Background: an optimization exercise with open tools, aiming at small area and few clock cycles. Do not read the settings as production practice. In this exercise RTL edits were held to simulation tests only and were not proved equivalent to the original. Power and IR drop assume default switching activity.

== run B ==
// nonogram_solver
module nonogram_solver (
    input  logic          clk,
    input  logic          rst,
    input  logic          start,
    input  logic [3:0]    num_rows,
    input  logic [3:0]    num_cols,
    input  logic [111:0]  counts,        
    input  logic [7:0]    in_word,
    input  logic          in_valid,
    output logic          in_ready,
    output logic [7:0]    out_word,
    output logic          out_valid,
    input  logic          out_ready,
    output logic [63:0]   known,
    output logic [63:0]   assigned,
    output logic          solved
);
clock: 10.0 ns
lec_check: 0
cap_margin: 20
core_margin: 2
core_utilization: 40
slew_margin: 20
synth_hierarchical: 1
run.sh (not shown) runs the stock make flow with config.mk's settings and CLKGATE_MAP_FILE= SYNTH_SCRIPT=/design/flow/synth_recipe.tcl, a recipe that flattens the netlist after the stock synthesis.
The final layout from run B, which completed every stage, passed the timing, DRC and antenna checks at the end of the flow.
Testbench counts of run B, summed over its fixed seeds: cycles 95,857.
#### Input delta (run M over run B)
- setting CTS_BUF_LIST to sky130_fd_sc_hd__clkbuf_4 for the first time
Notes after the runs:
Run M vs. run B: worst hold slack comparable, path length in cells of the critical path comparable, via count now larger, met2 track demand over resource in global routing comparable.
Diff run B -> run M: critical path's largest stage delay neither gained nor lost much, clock latency on the worst-skew pair picked up an extra 0.22 ns.
Number of antenna violations at the first check in global routing was lower in the run labelled run B.
Non-clock buffer count: lower on run B
Sort run B and run M by reg-to-reg setup timing slack, ascending, and run B comes first.
Compared with run B, run M improves overall power of the completed layout.

* * *

v6:
The RTL this note starts from:
==> flow/design.v <==
package nonogram_pkg;
    localparam int MAX_DIM    = 8;
    localparam int NUM_LINES  = 2 * MAX_DIM;     
    localparam int LINE_IDX_W = 4;
    localparam int DIM_W      = 4;               
    typedef logic [MAX_DIM-1:0] pattern_t;
    typedef logic [LINE_IDX_W-1:0] line_idx_t;
    typedef logic [MAX_DIM*MAX_DIM-1:0] board_t;
    typedef struct packed {
        pattern_t known;
        pattern_t assigned;
    } line_view_t;
    typedef struct packed {
        line_idx_t line;
        pattern_t  ones;     
        pattern_t  zeros;    
    } line_update_t;
endpackage
module board_state (
    input  logic          clk,
    input  logic          clr,
    input  logic [3:0]    num_rows,
    input  logic [3:0]    num_cols,
    input  logic [3:0]    line,
    input  logic          upd,
    input  logic [7:0]    set1,
    input  logic [7:0]    set0,
    output logic [7:0]    vk,
    output logic [7:0]    va,
    output logic [63:0]   known,
    output logic [63:0]   assigned,
    output logic          complete
);
    logic       is_row;
    logic [3:0] col_idx;
    logic [2:0] pos;
    logic [7:0] row_act;
    logic [7:0] col_act;
    logic [7:0] rsel;        
    logic [7:0] csel;        
    assign is_row  = line < num_rows;
    assign col_idx = line - num_rows;
    assign pos     = is_row ? line[2:0] : col_idx[2:0];
    always_comb begin
        for (int i = 0; i < 8; i++) begin
            row_act[i] = num_rows > i;
            col_act[i] = num_cols > i;
            rsel[i]    = is_row && (pos == i);
            csel[i]    = !is_row && (pos == i);
        end
        for (int i = 0; i < 8; i++) begin
            vk[i] = 1'b0;
            va[i] = 1'b0;
            for (int j = 0; j < 8; j++) begin
                vk[i] = vk[i] | (rsel[j] & known[j*8 + i])    | (csel[j] & known[i*8 + j]);
                va[i] = va[i] | (rsel[j] & assigned[j*8 + i]) | (csel[j] & assigned[i*8 + j]);
            end
        end
    end
    logic [7:0] rs1;     
    logic [7:0] rs0;
    logic [7:0] cs1;     
    logic [7:0] cs0;
    assign rs1 = set1 & col_act;
    assign rs0 = set0 & col_act;
    assign cs1 = set1 & row_act;
    assign cs0 = set0 & row_act;
    always_ff @(posedge clk) begin
        for (int r = 0; r < 8; r++) begin
            for (int c = 0; c < 8; c++) begin
                logic s1;
                logic s0;
                s1 = upd && ((rsel[r] && rs1[c]) || (csel[c] && cs1[r]));
                s0 = upd && ((rsel[r] && rs0[c]) || (csel[c] && cs0[r]));
                if (clr) begin
                    known[r*8 + c]    <= 1'b0;
                    assigned[r*8 + c] <= 1'b0;
                end else begin
                    known[r*8 + c]    <= known[r*8 + c] | s1 | s0;
                    assigned[r*8 + c] <= (assigned[r*8 + c] | s1) & ~s0;
                end
            end
        end
    end
    always_comb begin
        complete = 1'b1;
        for (int r = 0; r < 8; r++) begin
            for (int c = 0; c < 8; c++) begin
                if (row_act[r] && col_act[c] && !known[r*8 + c]) complete = 1'b0;
            end
        end
    end
endmodule
module count_table (
    input  logic          clk,
    input  logic          start,
    input  logic [111:0]  counts,
    input  logic [3:0]    line,
    input  logic          dec,
    output logic [6:0]    count
);
    logic [15:0][6:0] tab;
    logic [6:0]       wd;
    logic [15:0]      en;
    assign count = tab[line];
    assign wd    = count - 1'b1;
    always_comb begin
        for (int i = 0; i < 16; i++) begin
            en[i] = start || (dec && line == i);
        end
    end
    always_ff @(posedge clk) begin
        for (int i = 0; i < 16; i++) begin
            if (en[i]) begin
                tab[i] <= start ? counts[i*7 +: 7] : wd;
            end
        end
    end
endmodule
module nonogram_solver (
    input  logic          clk,
    input  logic          rst,
    input  logic          start,
    input  logic [3:0]    num_rows,
    input  logic [3:0]    num_cols,
    input  logic [111:0]  counts,        
    input  logic [7:0]    in_word,
    input  logic          in_valid,
    output logic          in_ready,
    output logic [7:0]    out_word,
    output logic          out_valid,
    input  logic          out_ready,
    output logic [63:0]   known,
    output logic [63:0]   assigned,
    output logic          solved
);
    logic        run;         
    logic        fresh;       
    logic [6:0]  left;        
    logic [3:0]  cur_line;
    logic [7:0]  ones_acc;
    logic [7:0]  zeros_acc;
    logic [6:0]  ct_rd;
    logic [6:0]  rem;
    logic        is_hdr;
    logic        sgl;
    logic        complete;
    logic        stop;
    logic        in_fire;
    logic        clash;
    logic        fold;
    logic        keep;
    logic        last;
    logic        push;
    logic [7:0]  vk;
    logic [7:0]  va;
    assign rem    = fresh ? ct_rd : left;
    assign is_hdr = (rem == '0);
    assign sgl    = fresh && (ct_rd == 1);
    assign stop     = is_hdr && complete;
    assign solved   = run && stop;
    assign in_ready = run && !start && !stop && (!out_valid || out_ready);
    assign in_fire  = in_valid && in_ready;
    assign clash = |((in_word ^ va) & vk);
    assign fold  = sgl || !clash;
    assign keep  = !sgl && !clash;
    assign last  = in_fire && !is_hdr && (rem == 1);
    assign push  = in_fire && (is_hdr || keep);
    logic [7:0] ones_new;
    logic [7:0] zeros_new;
    logic [7:0] set1;
    logic [7:0] set0;
    assign ones_new  = ones_acc  & (fold ? in_word  : 8'hff);
    assign zeros_new = zeros_acc & (fold ? ~in_word : 8'hff);
    assign set1      = ones_new & ~zeros_new;
    assign set0      = zeros_new & ~ones_new;
    always_ff @(posedge clk) begin
        if (rst) begin
            run       <= 1'b0;
            out_valid <= 1'b0;
        end else begin
            if (start) begin
                run <= 1'b1;
            end
            if (push) begin
                out_valid <= 1'b1;
            end else if (out_ready) begin
                out_valid <= 1'b0;
            end
        end
        if (push) begin
            out_word <= in_word;
        end
        if (start) begin
            fresh <= 1'b0;
            left  <= '0;
        end else if (in_fire) begin
            fresh <= is_hdr;
            if (!is_hdr) begin
                left <= rem - 1'b1;
            end
        end
        if (in_fire) begin
            if (is_hdr) begin
                cur_line  <= in_word[3:0];
                ones_acc  <= '1;
                zeros_acc <= '1;
            end else begin
                ones_acc  <= ones_new;
                zeros_acc <= zeros_new;
            end
        end
    end
    count_table u_counts (
        .clk    (clk),
        .start  (start),
        .counts (counts),
        .line   (cur_line),
        .dec    (in_fire && !is_hdr && !keep),
        .count  (ct_rd)
    );
    board_state u_board (
        .clk      (clk),
        .clr      (rst || start),
        .num_rows (num_rows),
        .num_cols (num_cols),
        .line     (cur_line),
        .upd      (last && !rst),
        .set1     (set1),
        .set0     (set0),
        .vk       (vk),
        .va       (va),
        .known    (known),
        .assigned (assigned),
        .complete (complete)
    );
endmodule
export LEC_CHECK = 0
export CAP_MARGIN = 20
export CORE_MARGIN = 2
export CORE_UTILIZATION = 40
export CTS_BUF_LIST = sky130_fd_sc_hd__clkbuf_4
export SLEW_MARGIN = 20
export SYNTH_HIERARCHICAL = 1
create_clock -name core_clock -period 10.0 [get_ports {clk}]
standard.sh (not shown) runs the stock make flow with config.mk's settings and CLKGATE_MAP_FILE= SYNTH_SCRIPT=/design/flow/synth_recipe.tcl, a recipe that flattens the netlist after the stock synthesis.
==> flow/flow/run.sh <==
#!/bin/bash
# The standard layout, with the smallest buffer on every input and output port
# in place of the default port buffer.
set -euo pipefail
export BUFFER_PORTS_ARGS="-buffer_cell sky130_fd_sc_hd__buf_1"
bash standard.sh > standard.log 2>&1
Having completed the whole flow, v6 delivered a layout that passed the timing, DRC and antenna checks.
Testbench counts of v6, summed over its fixed seeds: cycles 95,857.
Input-level comparison between v7 and v6:
==> flow/flow/run.sh <==
#!/bin/bash
# The standard layout with three changes: the smallest buffer on every input
# and output port, a clock tree of small buffers in clusters without dummy
# loads, and downsizing of gates off the critical paths after global routing.
set -euo pipefail
export BUFFER_PORTS_ARGS="-buffer_cell sky130_fd_sc_hd__buf_1"
export CTS_ARGS="-sink_clustering_enable -repair_clock_nets -dont_use_dummy_load -buf_list sky130_fd_sc_hd__clkbuf_4 -sink_clustering_size 12 -sink_clustering_max_diameter 40"
export RECOVER_POWER=100
bash standard.sh > standard.log 2>&1
### Flow results
From the logs: v7 reached the end of the flow and failed the layout checks with capacitance limit, slew limit.
Between v6 and v7, the cell count went down.
Compared with v6, v7 supports a lower clock frequency.
On combinational share of power: between v6 and v7, it ends up higher for v7.
When v7 is measured against v6, its latest clock arrival within the worst-skew pair turns out 0.02 ns lower.
Going from v6 to v7, aggregate routed wire length dropped 1.5%; clock network power share dropped 13 points; fraction of layout cells with a size suffix above 1 dropped 5.2 points.

* * *

## build 59
nonogram_solver, a different RTL version from the one above (not shown whole).
Size in the first run: roughly 270 I/O pins.
==> flow/design.v (excerpt) <==
module nonogram_solver (
    input  logic          clk,
    input  logic          rst,
    input  logic          start,
    input  logic [3:0]    num_rows,
    input  logic [3:0]    num_cols,
    input  logic [111:0]  counts,        
    input  logic [7:0]    in_word,
    input  logic          in_valid,
    output logic          in_ready,
    output logic [7:0]    out_word,
    output logic          out_valid,
    input  logic          out_ready,
    output logic [63:0]   known,
    output logic [63:0]   assigned,
    output logic          solved
);
Settings: LEC_CHECK=0, CAP_MARGIN=20, CORE_MARGIN=2, CORE_UTILIZATION=60, SLEW_MARGIN=20, SYNTH_HIERARCHICAL=1; clock period 10.0 ns.
==> flow/flow/run.sh <==
#!/bin/bash
# The standard layout with three changes: the smallest buffer on every input
# and output port; logic gates that synthesis sized up swapped back to their
# smallest size before placement (downsize.tcl), leaving placement's repair to
# size up what the layout needs; and a clock tree of small buffers in small
# clusters without dummy loads.
set -euo pipefail
export BUFFER_PORTS_ARGS="-buffer_cell sky130_fd_sc_hd__buf_1"
export CTS_ARGS="-sink_clustering_enable -repair_clock_nets -dont_use_dummy_load -buf_list sky130_fd_sc_hd__clkbuf_4 -sink_clustering_size 10 -sink_clustering_max_diameter 25"
bash standard.sh floorplan > standard_floorplan.log 2>&1
RES=orfs/results/$FLOW_PLATFORM/nonogram_solver/base PLATFORM_DIR=$FLOW_HOME/platforms/$FLOW_PLATFORM \
    openroad -no_init -exit flow/downsize.tcl > downsize.log 2>&1
bash standard.sh finish > standard.log 2>&1
==> flow/flow/downsize.tcl <==
# Swap every logic gate that synthesis sized up for the weakest cell with the
# same function and pins, where that cell is smaller; placement's repair then
# sizes up only what the layout needs. Flip-flops, buffers and inverters are
# left alone.
set res $::env(RES)
read_liberty $::env(PLATFORM_DIR)/lib/sky130_fd_sc_hd__tt_025C_1v80.lib
read_db $res/2_floorplan.odb
set n 0
foreach inst [get_cells *] {
  set m [get_property $inst ref_name]
  if {![regexp {^(sky130_fd_sc_hd__([a-z0-9]+))_([0-9]+)$} $m -> base func drive]} { continue }
  if {$drive <= 1} { continue }
  if {[regexp {^(buf|clkbuf|inv|clkinv|bufinv|dfxtp|edfxtp|dfrtp|dfstp|dfbbp|dfxbp|sdf|sedf|dlx|dlclkp|conb|tap|fill|decap|diode|clkdly|dlygate|dlymetal)} $func]} { continue }
  foreach d {1 0} {
    set cand [get_lib_cells -quiet ${base}_$d]
    if {[llength $cand] && [get_property $cand area] < [get_property [get_lib_cells $m] area]} {
      replace_cell $inst $cand
      incr n
      break
    }
  }
}
puts "downsized $n gates"
write_db $res/2_floorplan.odb
Testbench counts of build 59, summed over its fixed seeds: cycles 95,857.
Input changes introduced in build 39 (baseline for comparison: build 59):
- a change of CORE_UTILIZATION from 60 to 40
- an added GPL_TIMING_DRIVEN of 0
==> flow/flow/run.sh <==
#!/bin/bash
# The standard layout with two changes: the smallest buffer on every input
# and output port, and a clock tree of small buffers in clusters without dummy
# loads.
set -euo pipefail
export BUFFER_PORTS_ARGS="-buffer_cell sky130_fd_sc_hd__buf_1"
export CTS_ARGS="-sink_clustering_enable -repair_clock_nets -dont_use_dummy_load -buf_list sky130_fd_sc_hd__clkbuf_4 -sink_clustering_size 10 -sink_clustering_max_diameter 30"
bash standard.sh > standard.log 2>&1
removed: flow/flow/downsize.tcl
[summary]
- Build 39 did not stop at any stage, and its layout met the timing, DRC and antenna checks.
- Cmp build 39 vs build 59: period utilization lower in build 39
- [compare] base=build 59 new=build 39: fraction of final layout cells sized beyond drive strength 1 went up 5.1 points; met2 layer usage reported by global route -11 points; routed metal-1 wire length went up by 36%.
- Compared with build 59, in build 39 post-route total power +1.4%; minimum clock period -0.24 ns.
- sky130_fd_sc_hd__a311oi_1 as the slowest library cell on the worst path was reported by build 39, and sky130_fd_sc_hd__and2_1 by build 59.
Setup changes, build 39 to build 83
- clearing GPL_TIMING_DRIVEN, which used to be 0
- swapping 40 for 60 in CORE_UTILIZATION
==> flow/flow/run.sh <==
#!/bin/bash
# The standard layout with three changes: the smallest buffer on every input
# and output port; logic gates that synthesis sized up swapped back to their
# smallest size before placement (downsize.tcl), leaving placement's repair to
# size up what the layout needs; and a clock tree of small buffers in small
# clusters without dummy loads.
set -euo pipefail
export BUFFER_PORTS_ARGS="-buffer_cell sky130_fd_sc_hd__buf_1"
export CTS_ARGS="-sink_clustering_enable -repair_clock_nets -dont_use_dummy_load -buf_list sky130_fd_sc_hd__clkbuf_4 -sink_clustering_size 12 -sink_clustering_max_diameter 35"
bash standard.sh floorplan > standard_floorplan.log 2>&1
RES=orfs/results/$FLOW_PLATFORM/nonogram_solver/base PLATFORM_DIR=$FLOW_HOME/platforms/$FLOW_PLATFORM \
    openroad -no_init -exit flow/downsize.tcl > downsize.log 2>&1
bash standard.sh finish > standard.log 2>&1
==> flow/flow/downsize.tcl (new file) <==
# Swap every logic gate that synthesis sized up for the weakest cell with the
# same function and pins, where that cell is smaller; placement's repair then
# sizes up only what the layout needs. Flip-flops, buffers and inverters are
# left alone.
set res $::env(RES)
read_liberty $::env(PLATFORM_DIR)/lib/sky130_fd_sc_hd__tt_025C_1v80.lib
read_db $res/2_floorplan.odb
set n 0
foreach inst [get_cells *] {
  set m [get_property $inst ref_name]
  if {![regexp {^(sky130_fd_sc_hd__([a-z0-9]+))_([0-9]+)$} $m -> base func drive]} { continue }
  if {$drive <= 1} { continue }
  if {[regexp {^(buf|clkbuf|inv|clkinv|bufinv|dfxtp|edfxtp|dfrtp|dfstp|dfbbp|dfxbp|sdf|sedf|dlx|dlclkp|conb|tap|fill|decap|diode|clkdly|dlygate|dlymetal)} $func]} { continue }
  foreach d {1 0} {
    set cand [get_lib_cells -quiet ${base}_$d]
    if {[llength $cand] && [get_property $cand area] < [get_property [get_lib_cells $m] area]} {
      replace_cell $inst $cand
      incr n
      break
    }
  }
}
puts "downsized $n gates"
write_db $res/2_floorplan.odb
- Cmp build 83 and build 39 / first-pass GRT wire length / higher: build 39
- Build 39 -> build 83: number of hold violations in the final report delta 0, exact match
- Build 83 against build 39: wire length shows a reduction of about 20%; standard cell core area decreased 14000 µm²; clock share of power went down 3.2 points.
Input-level comparison between build 89 and build 83:
- CORE_UTILIZATION changed from 60 to 40
- CTS_BUF_LIST newly set to sky130_fd_sc_hd__clkbuf_4
==> flow/flow/run.sh <==
#!/bin/bash
# The standard layout with three changes: the smallest buffer on every input
# and output port, and a clock tree of small buffers in clusters without dummy
# loads.
set -euo pipefail
export BUFFER_PORTS_ARGS="-buffer_cell sky130_fd_sc_hd__buf_1"
export CTS_ARGS="-sink_clustering_enable -repair_clock_nets -dont_use_dummy_load -buf_list sky130_fd_sc_hd__clkbuf_4 -sink_clustering_size 12 -sink_clustering_max_diameter 40"
bash standard.sh > standard.log 2>&1
removed: flow/flow/downsize.tcl
Results
- Build 89 vs build 83: fraction of layout cells with a size suffix above 1 up in build 89
- Build 89 vs. build 83: total met3 wirelength after detailed routing went down by 120 µm.
- Between build 89 and build 83, the worst path arrival time is higher for build 83.
- Diff build 83 -> build 89: sequential fraction of total cell area went down; layout-stage area growth over the synthesis result shows an increase of 2.6 points; post-layout worst setup margin shows an increase of 0.45 ns; utilization shrank by 21 points.

re-timing with driven ports:
The flow's constraints put no driver on any port. The routed layouts listed below were extracted and timed again, unchanged, in two steps.
Step 1 sets driving cells, clkbuf_16 on the clock port and buf_2 on the other inputs (assumed; they add their load-dependent delay and slew).
Step 2 also shifts input and output timing later by t, the mid clock arrival at the registers, as if the neighbouring blocks saw the same clock.
Three values: ideal, step 1, step 2; two values: the first two.
run | t (ns) | setup slack, ns | worst setup path at the end | latest minus earliest clock arrival (ns)
run B | 0.641 | 1.530 / 1.506 / 1.084 | input to register | 0.025 / 0.025
run M | 0.850 | 1.650 / 1.626 / 1.079 | input to register | 0.052 / 0.052
v6 | 0.865 | 2.076 / 2.100 / 1.234 | input to register | 0.063 / 0.063
v7 | 0.830 | 1.219 / 1.247 / 0.417 | input to register | 0.084 / 0.084
build 59 | 0.706 | 2.067 / 2.075 / 1.369 | input to register | 0.124 / 0.124
build 39 | 0.786 | 2.304 / 2.339 / 1.553 | input to register | 0.113 / 0.114
build 83 | 0.734 | 2.110 / 2.115 / 1.381 | input to register | 0.072 / 0.072
build 89 | 0.788 | 2.556 / 2.520 / 2.116 | input to register | 0.167 / 0.167
For v6, which loses most, drivers alone change the setup slack by +0.024 ns; drivers and shift together by -0.842 ns.
